This is an optimization exercise on Yosys and OpenROAD, whose aim is small area and few clock cycles per item, not a production implementation.
RTL that was checked went through simulation tests only; none was proved equivalent to the original.

## branch lagoon
==> flow/design.v <==
`default_nettype none
package tobm_pkg;
  localparam int MAX_WIDTH  = 1024;
  localparam int COL_W      = $clog2(MAX_WIDTH);
  localparam int IWIDTH_W   = 11;
  localparam int LW         = (COL_W + 1 > IWIDTH_W) ? COL_W + 1 : IWIDTH_W;
  localparam int CH_W       = 8;
  localparam int SUM_W      = 10;
  localparam int THRESH_W   = 10;
  localparam int COLUMN_W   = 10;
  localparam int ROWS_W     = 2;
  localparam int CFG_IDX_W  = 2;
  localparam int CFG_DATA_W = 11;
  localparam logic [THRESH_W-1:0] THRESHOLD_RESET = THRESH_W'(300);
  localparam logic [IWIDTH_W-1:0] WIDTH_RESET     = IWIDTH_W'(650);
  localparam logic [ROWS_W-1:0]   ROWS_FULL       = ROWS_W'(2);
  typedef enum logic [CFG_IDX_W-1:0] {
    REG_SUM_THRESHOLD = CFG_IDX_W'(0),
    REG_IMAGE_WIDTH   = CFG_IDX_W'(1)
  } cfg_reg_t;
  typedef struct packed {
    logic fg;
    logic up;
  } line_bits_t;
  localparam int LINE_BITS_W = 2;   
  typedef struct packed {
    logic [COL_W-1:0] col;
    logic             first_col;
    logic             last_col;
    logic             rows_valid;
    logic             top;
    logic             center;
    logic             upper;
    logic             left;
    logic             right;
  } win_t;
endpackage
`default_nettype wire
`default_nettype none
module tobm_ram #(
  parameter int WIDTH = 3,
  parameter int M     = 4,
  parameter int NGRP  = 1
) (
  input  wire logic             clk,
  input  wire logic             shift,
  input  wire logic [WIDTH-1:0] din,
  output logic      [WIDTH-1:0] dout
);
  logic [WIDTH-1:0] sr [NGRP*M];
  logic [WIDTH-1:0] gin [NGRP];
  for (genvar g = 0; g < NGRP; g++) begin : g_grp
    if (g == 0) begin : g_first
      assign gin[g] = din;
    end else begin : g_next
      assign gin[g] = sr[g*M-1];
    end
    always_ff @(posedge clk) begin
      sr[g*M] <= shift ? gin[g] : sr[g*M+M-1];
      for (int i = 1; i < M; i++) begin
        sr[g*M+i] <= sr[g*M+i-1];
      end
    end
  end
  assign dout = sr[NGRP*M-1];
endmodule
`default_nettype wire
`default_nettype none
import tobm_pkg::*;
module tobm_cfg_regs (
  input  wire logic                    clk,
  input  wire logic                    rst_n,
  input  wire logic                    cfg_valid,
  output logic                         cfg_ready,
  input  wire logic [tobm_pkg::CFG_IDX_W-1:0]  cfg_index,
  input  wire logic [tobm_pkg::CFG_DATA_W-1:0] cfg_data,
  output logic [tobm_pkg::THRESH_W-1:0] sum_threshold,
  output logic [tobm_pkg::COL_W-1:0]    last_col
);
  logic [THRESH_W-1:0] thr_r;
  logic [COL_W-1:0]    wm1_r;
  logic [COL_W-1:0]    wm1_wr;
  assign cfg_ready = 1'b1;
  always_comb begin
    if (cfg_data == '0) begin
      wm1_wr = '0;
    end else if (cfg_data > CFG_DATA_W'(MAX_WIDTH)) begin
      wm1_wr = COL_W'(MAX_WIDTH - 1);
    end else begin
      wm1_wr = COL_W'(cfg_data - CFG_DATA_W'(1));
    end
  end
  always_ff @(posedge clk) begin
    if (!rst_n) begin
      thr_r <= THRESHOLD_RESET;
      wm1_r <= COL_W'(WIDTH_RESET - IWIDTH_W'(1));
    end else if (cfg_valid) begin
      if (cfg_index == REG_SUM_THRESHOLD) thr_r <= cfg_data[THRESH_W-1:0];
      if (cfg_index == REG_IMAGE_WIDTH)   wm1_r <= wm1_wr;
    end
  end
  assign sum_threshold = thr_r;
  assign last_col      = wm1_r;
endmodule
`default_nettype wire
`default_nettype none
import tobm_pkg::*;
module tobm_window #(
  parameter int M = 16
) (
  input  wire logic                       clk,
  input  wire logic                       rst_n,
  input  wire logic [tobm_pkg::COL_W-1:0] last_col,    
  input  wire logic                       adv,         
  input  wire logic [2:0]                 x_new,       
  output logic      [2:0]                 head,        
  output logic      [2:0]                 next         
);
  localparam int LAGMAX = M / 2;
  localparam int H      = LAGMAX + 2;
  localparam int LGM    = $clog2(M);
  localparam int LGL    = $clog2(LAGMAX + 1);
  localparam int NSEG = 9;                  
  logic [8:0]      half;                    
  logic            p_small;
  logic [8:0]      sel;                     
  logic            plain;
  logic            shift;
  logic            lagging;
  logic [LGM-1:0]  rot_r;
  logic [LGL-1:0]  lag_r;
  logic [2:0]      x_in;
  logic [2:0]      f0_r;
  logic [2:0]      node [NSEG+1];
  logic [2:0]      sout [NSEG];
  logic [2:0]      h_r [H];
  logic [2:0]      h_d [H];
  logic            h_en [H];
  assign half    = last_col[COL_W-1:1];
  assign p_small = (half < 9'(H));
  assign sel     = half - 9'(H);
  assign plain   = p_small || (sel[8:LGM] == '0);
  assign lagging = !plain && (lag_r != '0);
  assign shift = plain ? adv : ((rot_r == '0) && (lagging || adv));
  assign x_in  = lagging ? h_r[H-1] : x_new;
  always_ff @(posedge clk) begin
    if (!rst_n) begin
      rot_r <= '0;
      lag_r <= '0;
    end else begin
      if (!shift) begin
        rot_r <= rot_r + LGM'(1);
      end
      if (plain) begin
        lag_r <= '0;
      end else if (shift && !adv) begin
        lag_r <= lag_r - LGL'(1);
      end else if (!shift && adv) begin
        lag_r <= lag_r + LGL'(1);
      end
    end
  end
  always_ff @(posedge clk) begin
    if (shift) begin
      f0_r <= x_in;
    end
  end
  assign node[0] = f0_r;
  for (genvar k = 0; k < NSEG; k++) begin : g_seg
    if (k < LGM) begin : g_en
      logic [2:0] e_r [1 << k];
      always_ff @(posedge clk) begin
        if (shift) begin
          e_r[0] <= node[k];
          for (int i = 1; i < (1 << k); i++) begin
            e_r[i] <= e_r[i-1];
          end
        end
      end
      assign sout[k] = e_r[(1 << k) - 1];
    end else begin : g_rot
      tobm_ram #(
        .WIDTH (3),
        .M     (M),
        .NGRP  ((1 << k) / M)
      ) u_seg (
        .clk   (clk),
        .shift (shift),
        .din   (node[k]),
        .dout  (sout[k])
      );
    end
    assign node[k+1] = sel[k] ? sout[k] : node[k];
  end
  always_comb begin
    for (int i = 0; i < H; i++) begin
      h_en[i] = shift;
      if (p_small && (half == 9'(H - 1 - i))) begin
        h_d[i] = x_in;
      end else if (i == 0) begin
        h_d[i] = node[NSEG];
      end else begin
        h_d[i] = h_r[(i > 0) ? i - 1 : 0];
      end
      if (adv && lagging && shift && (i == H - int'(lag_r))) begin
        h_d[i] = x_new;
      end
      if (adv && !shift && !plain && (i == H - 1 - int'(lag_r))) begin
        h_d[i] = x_new;
        h_en[i] = 1'b1;
      end
    end
  end
  always_ff @(posedge clk) begin
    for (int i = 0; i < H; i++) begin
      if (h_en[i]) begin
        h_r[i] <= h_d[i];
      end
    end
  end
  always_comb begin
    head = h_r[H-1];
    next = h_r[H-2];
    for (int k = 1; k <= LAGMAX; k++) begin
      if (lagging && (lag_r == LGL'(k))) begin
        head = h_r[H-1-k];
        next = h_r[H-2-k];
      end
    end
  end
endmodule
`default_nettype wire
`default_nettype none
import tobm_pkg::*;
module threshold_outer_boundary_marker (
  input  wire logic clk,
  input  wire logic rst_n,
  input  wire logic                           in_valid,
  output logic                                in_ready,
  input  wire logic [tobm_pkg::CH_W-1:0]      in_red,
  input  wire logic [tobm_pkg::CH_W-1:0]      in_green,
  input  wire logic [tobm_pkg::CH_W-1:0]      in_blue,
  input  wire logic                           in_flush,
  output logic                                out_valid,
  input  wire logic                           out_ready,
  output logic                                out_edge,
  output logic [tobm_pkg::COLUMN_W-1:0]       out_column,
  output logic                                out_frame_end,
  input  wire logic                           cfg_valid,
  output logic                                cfg_ready,
  input  wire logic [tobm_pkg::CFG_IDX_W-1:0]  cfg_index,
  input  wire logic [tobm_pkg::CFG_DATA_W-1:0] cfg_data
);
  logic [THRESH_W-1:0] sum_threshold;
  logic [COL_W-1:0]    last_col;
  logic [SUM_W-1:0]    sum;
  logic                cur;
  logic                in_acc;
  logic                step;
  logic                produce;
  logic                adv;
  logic                edge_nxt;
  logic [COL_W-1:0]    cnt_r;
  logic [ROWS_W-1:0]   rows_r;
  logic                left_r;
  logic                pend_a_r;
  logic                pend_u_r;
  logic [2:0]          head;
  logic [2:0]          next;
  logic [2:0]          x_in;
  logic                odd;
  logic                cen_a;
  logic                cen_u;
  logic                right_fg;
  logic                new_u;
  logic                ea;
  logic                eu;
  logic                oa;
  logic                ou;
  logic                a0;
  logic                a1;
  logic                u0;
  logic                u1;
  logic                first;
  logic                last;
  logic                top;
  logic                rows_valid;
  logic                out_valid_r;
  logic                out_edge_r;
  tobm_cfg_regs u_cfg_regs (
    .clk           (clk),
    .rst_n         (rst_n),
    .cfg_valid     (cfg_valid),
    .cfg_ready     (cfg_ready),
    .cfg_index     (cfg_index),
    .cfg_data      (cfg_data),
    .sum_threshold (sum_threshold),
    .last_col      (last_col)
  );
  assign first      = (cnt_r == '0);
  assign last       = (cnt_r == last_col);
  assign odd        = cnt_r[0];
  assign rows_valid = (rows_r != '0);
  assign top        = (rows_r == ROWS_W'(1));
  assign in_ready = !out_valid_r || out_ready;
  assign in_acc   = in_valid && in_ready;
  assign step     = in_acc && !(in_flush && !rows_valid);
  assign produce  = step && rows_valid;
  assign adv      = step && (odd || last);
  assign sum = SUM_W'(in_red) + SUM_W'(in_green) + SUM_W'(in_blue);
  assign cur = !in_flush && (sum >= sum_threshold);
  tobm_window u_window (
    .clk      (clk),
    .rst_n    (rst_n),
    .last_col (last_col),
    .adv      (adv),
    .x_new    (x_in),
    .head     (head),
    .next     (next)
  );
  assign a0       = head[2] && head[1];
  assign a1       = head[2] && head[0];
  assign u0       = !head[2] && head[1];
  assign u1       = !head[2] && head[0];
  assign cen_a    = odd ? a1 : a0;
  assign cen_u    = odd ? u1 : u0;
  assign right_fg = odd ? (next[2] && next[1]) : a1;
  assign new_u = rows_valid && cen_a;
  always_comb begin
    if (odd) begin
      ea = pend_a_r;
      eu = pend_u_r;
      oa = cur;
      ou = new_u;
    end else begin
      ea = cur;
      eu = new_u;
      oa = 1'b0;
      ou = 1'b0;
    end
    if (ea || oa) begin
      x_in = {1'b1, ea, oa};
    end else begin
      x_in = {1'b0, eu, ou};
    end
  end
  always_comb begin
    if (cen_a) begin
      edge_nxt = top || in_flush || first || last;
    end else begin
      edge_nxt = cen_u || cur ||
                 (!first && left_r) || (!last && right_fg);
    end
  end
  always_ff @(posedge clk) begin
    if (!rst_n) begin
      cnt_r       <= '0;
      rows_r      <= '0;
      out_valid_r <= 1'b0;
    end else begin
      if (step) begin
        if (last) begin
          cnt_r <= '0;
          if (in_flush) begin
            rows_r <= '0;
          end else if (rows_r != ROWS_FULL) begin
            rows_r <= rows_r + ROWS_W'(1);
          end
        end else begin
          cnt_r <= cnt_r + COL_W'(1);
        end
      end
      if (produce) begin
        out_valid_r <= 1'b1;
      end else if (out_ready) begin
        out_valid_r <= 1'b0;
      end
    end
  end
  always_ff @(posedge clk) begin
    if (step) begin
      left_r   <= cen_a;
      pend_a_r <= cur;
      pend_u_r <= new_u;
    end
    if (produce) begin
      out_edge_r <= edge_nxt;
    end
  end
  assign out_valid     = out_valid_r;
  assign out_edge      = out_edge_r;
  assign out_column    = (cnt_r == '0) ? last_col : cnt_r - COL_W'(1);
  assign out_frame_end = !rows_valid;
endmodule
`default_nettype wire
export LEC_CHECK = 0
export ABC_AREA = 1
export CAP_MARGIN = 35
export CORE_MARGIN = 2
export CORE_UTILIZATION = 65
export CTS_BUF_LIST = sky130_fd_sc_hd__clkbuf_8
export CTS_CLUSTER_DIAMETER = 50
export CTS_CLUSTER_SIZE = 16
export PLACE_DENSITY = 0.8
export SLEW_MARGIN = 45
create_clock -name core_clock -period 8.0 [get_ports {clk}]
standard.sh (not shown) runs the stock make flow with config.mk's settings and CLKGATE_MAP_FILE= SYNTH_SCRIPT=/design/flow/synth_recipe.tcl, a recipe that flattens the netlist after the stock synthesis.
==> flow/flow/run.sh <==
#!/bin/bash
# The standard layout (the standard.sh: ORFS synthesis to finish, same
# settings), except that the port buffers are the smallest buffer cell,
# buf_1, instead of the cell ORFS picks. Every port still gets its buffer.
set -euo pipefail
bash standard.sh 'BUFFER_PORTS_ARGS=-buffer_cell sky130_fd_sc_hd__buf_1' finish > standard.log 2>&1
branch lagoon | stages: all done | timing, DRC, antenna: all pass
For branch harbor, these inputs were changed with respect to branch lagoon:
-- flow/design.v --
<<< branch lagoon, line 45
  input  wire logic             clk,
  input  wire logic             shift,
  input  wire logic [WIDTH-1:0] din,
  output logic      [WIDTH-1:0] dout
>>> branch harbor, line 45
  input  wire logic             clk,
  input  wire logic             shift,
  input  wire logic             shift_n,    
  input  wire logic [WIDTH-1:0] din,
  output logic      [WIDTH-1:0] dout
<<< branch lagoon, line 57
    end
    always_ff @(posedge clk) begin
      sr[g*M] <= shift ? gin[g] : sr[g*M+M-1];
      for (int i = 1; i < M; i++) begin
        sr[g*M+i] <= sr[g*M+i-1];
>>> branch harbor, line 58
    end
    always_ff @(posedge clk) begin
      sr[g*M] <= (gin[g] & {WIDTH{shift}}) | (sr[g*M+M-1] & {WIDTH{shift_n}});
      for (int i = 1; i < M; i++) begin
        sr[g*M+i] <= sr[g*M+i-1];
<<< branch lagoon, line 107
import tobm_pkg::*;
module tobm_window #(
  parameter int M = 16
) (
  input  wire logic                       clk,
>>> branch harbor, line 108
import tobm_pkg::*;
module tobm_window #(
  parameter int M = 8
) (
  input  wire logic                       clk,
<<< branch lagoon, line 131
  logic [LGL-1:0]  lag_r;
  logic [2:0]      x_in;
  logic [2:0]      f0_r;
  logic [2:0]      node [NSEG+1];
  logic [2:0]      sout [NSEG];
>>> branch harbor, line 132
  logic [LGL-1:0]  lag_r;
  logic [2:0]      x_in;
  logic [2:0]      node [NSEG+1];
  logic [2:0]      sout [NSEG];
<<< branch lagoon, line 139
  assign half    = last_col[COL_W-1:1];
  assign p_small = (half < 9'(H));
  assign sel     = half - 9'(H);
  assign plain   = p_small || (sel[8:LGM] == '0);
  assign lagging = !plain && (lag_r != '0);
>>> branch harbor, line 139
  assign half    = last_col[COL_W-1:1];
  assign p_small = (half < 9'(H));
  assign sel     = half - 9'(H - 1);
  assign plain   = p_small || (sel[8:LGM] == '0);
  assign lagging = !plain && (lag_r != '0);
<<< branch lagoon, line 161
    end
  end
  always_ff @(posedge clk) begin
    if (shift) begin
      f0_r <= x_in;
    end
  end
  assign node[0] = f0_r;
  for (genvar k = 0; k < NSEG; k++) begin : g_seg
    if (k < LGM) begin : g_en
>>> branch harbor, line 161
    end
  end
  assign node[0] = x_in;
  for (genvar k = 0; k < NSEG; k++) begin : g_seg
    if (k < LGM) begin : g_en
<<< branch lagoon, line 187
        .clk   (clk),
        .shift (shift),
        .din   (node[k]),
        .dout  (sout[k])
>>> branch harbor, line 182
        .clk   (clk),
        .shift (shift),
        .shift_n (!shift),
        .din   (node[k]),
        .dout  (sout[k])
<<< branch lagoon, line 261
  logic                adv;
  logic                edge_nxt;
  logic [COL_W-1:0]    cnt_r;
  logic [ROWS_W-1:0]   rows_r;
  logic                left_r;
>>> branch harbor, line 257
  logic                adv;
  logic                edge_nxt;
  logic [COL_W-1:0]    prev_r;      
  logic                at0_r;       
  logic [COL_W-1:0]    col;         
  logic [ROWS_W-1:0]   rows_r;
  logic                left_r;
<<< branch lagoon, line 298
    .last_col      (last_col)
  );
  assign first      = (cnt_r == '0);
  assign last       = (cnt_r == last_col);
  assign odd        = cnt_r[0];
  assign rows_valid = (rows_r != '0);
  assign top        = (rows_r == ROWS_W'(1));
>>> branch harbor, line 296
    .last_col      (last_col)
  );
  assign col        = at0_r ? '0 : prev_r + COL_W'(1);
  assign first      = at0_r;
  assign last       = (col == last_col);
  assign odd        = col[0];
  assign rows_valid = (rows_r != '0);
  assign top        = (rows_r == ROWS_W'(1));
<<< branch lagoon, line 355
  always_ff @(posedge clk) begin
    if (!rst_n) begin
      cnt_r       <= '0;
      rows_r      <= '0;
      out_valid_r <= 1'b0;
    end else begin
      if (step) begin
        if (last) begin
          cnt_r <= '0;
          if (in_flush) begin
            rows_r <= '0;
>>> branch harbor, line 354
  always_ff @(posedge clk) begin
    if (!rst_n) begin
      at0_r       <= 1'b1;
      rows_r      <= '0;
      out_valid_r <= 1'b0;
    end else begin
      if (step) begin
        at0_r <= last;
        if (last) begin
          if (in_flush) begin
            rows_r <= '0;
<<< branch lagoon, line 367
            rows_r <= rows_r + ROWS_W'(1);
          end
        end else begin
          cnt_r <= cnt_r + COL_W'(1);
        end
      end
>>> branch harbor, line 366
            rows_r <= rows_r + ROWS_W'(1);
          end
        end
      end
<<< branch lagoon, line 380
  always_ff @(posedge clk) begin
    if (step) begin
      left_r   <= cen_a;
      pend_a_r <= cur;
>>> branch harbor, line 377
  always_ff @(posedge clk) begin
    if (step) begin
      prev_r   <= col;
      left_r   <= cen_a;
      pend_a_r <= cur;
<<< branch lagoon, line 390
  assign out_valid     = out_valid_r;
  assign out_edge      = out_edge_r;
  assign out_column    = (cnt_r == '0) ? last_col : cnt_r - COL_W'(1);
  assign out_frame_end = !rows_valid;
endmodule
>>> branch harbor, line 388
  assign out_valid     = out_valid_r;
  assign out_edge      = out_edge_r;
  assign out_column    = prev_r;
  assign out_frame_end = !rows_valid;
endmodule
## What came out
Between branch lagoon and branch harbor, the flow reports net count reported at finish increasing slightly.
branch lagoon -> branch harbor: multi-input combinational cell area flat
When branch harbor is set beside branch lagoon, its non-clock buffer count turns out to be 4.8% smaller.
From branch lagoon to branch harbor the numbers moved as follows: number of failing setup endpoints in the final timing report roughly the same, global-route usage over all layers lower, die extent in x lower, cell area reported after detailed placement lower.
Of branch harbor and branch lagoon, it is branch harbor that has the lower sequential cell count.
[compare] base=branch lagoon new=branch harbor: fraction of area in clock buffers and inverters did not really move; clock skew went up; routed wire length went down; highest clock frequency the design can meet went down.
branch harbor: all stages complete, timing, DRC and antenna checks passed
Sequential share of layout area came out lower on branch harbor than on branch lagoon.
Cell count up 54 in branch harbor wrt branch lagoon
Testbench counts of branch harbor, summed over its fixed seeds: cycles 70,032, pixels 70,024.
No functional check of the RTL was part of branch lagoon.

-- static timing again, ports no longer ideal --
In the flow no input, the clock included, has a driving cell. The finished layouts below were timed again as built, in two steps. Step 1 sets driving cells, clkbuf_16 on the clock port and buf_2 on the other inputs (assumed; they add their load-dependent delay and slew). Step 2 also shifts input and output timing later by t, the mid clock arrival at the registers, as if the neighbouring blocks saw the same clock. a / b / c = no drivers / after step 1 / after step 2; a / b = the first two.
run	t, ns	slack for setup (ns)	worst setup path after step 2	latest minus earliest clock arrival (ns)	slew at the worst register clock pin (ns)
branch lagoon	0.806	2.549 / 2.582 / 1.776	input to register	0.056 / 0.056	0.10 / 0.10
branch harbor	0.775	1.732 / 1.765 / 0.990	input to register	0.064 / 0.064	0.10 / 0.10
After both steps every run listed still meets setup and hold. The setup slack of branch lagoon, which loses most, moves by +0.033 ns with the drivers and by -0.773 ns with both steps.
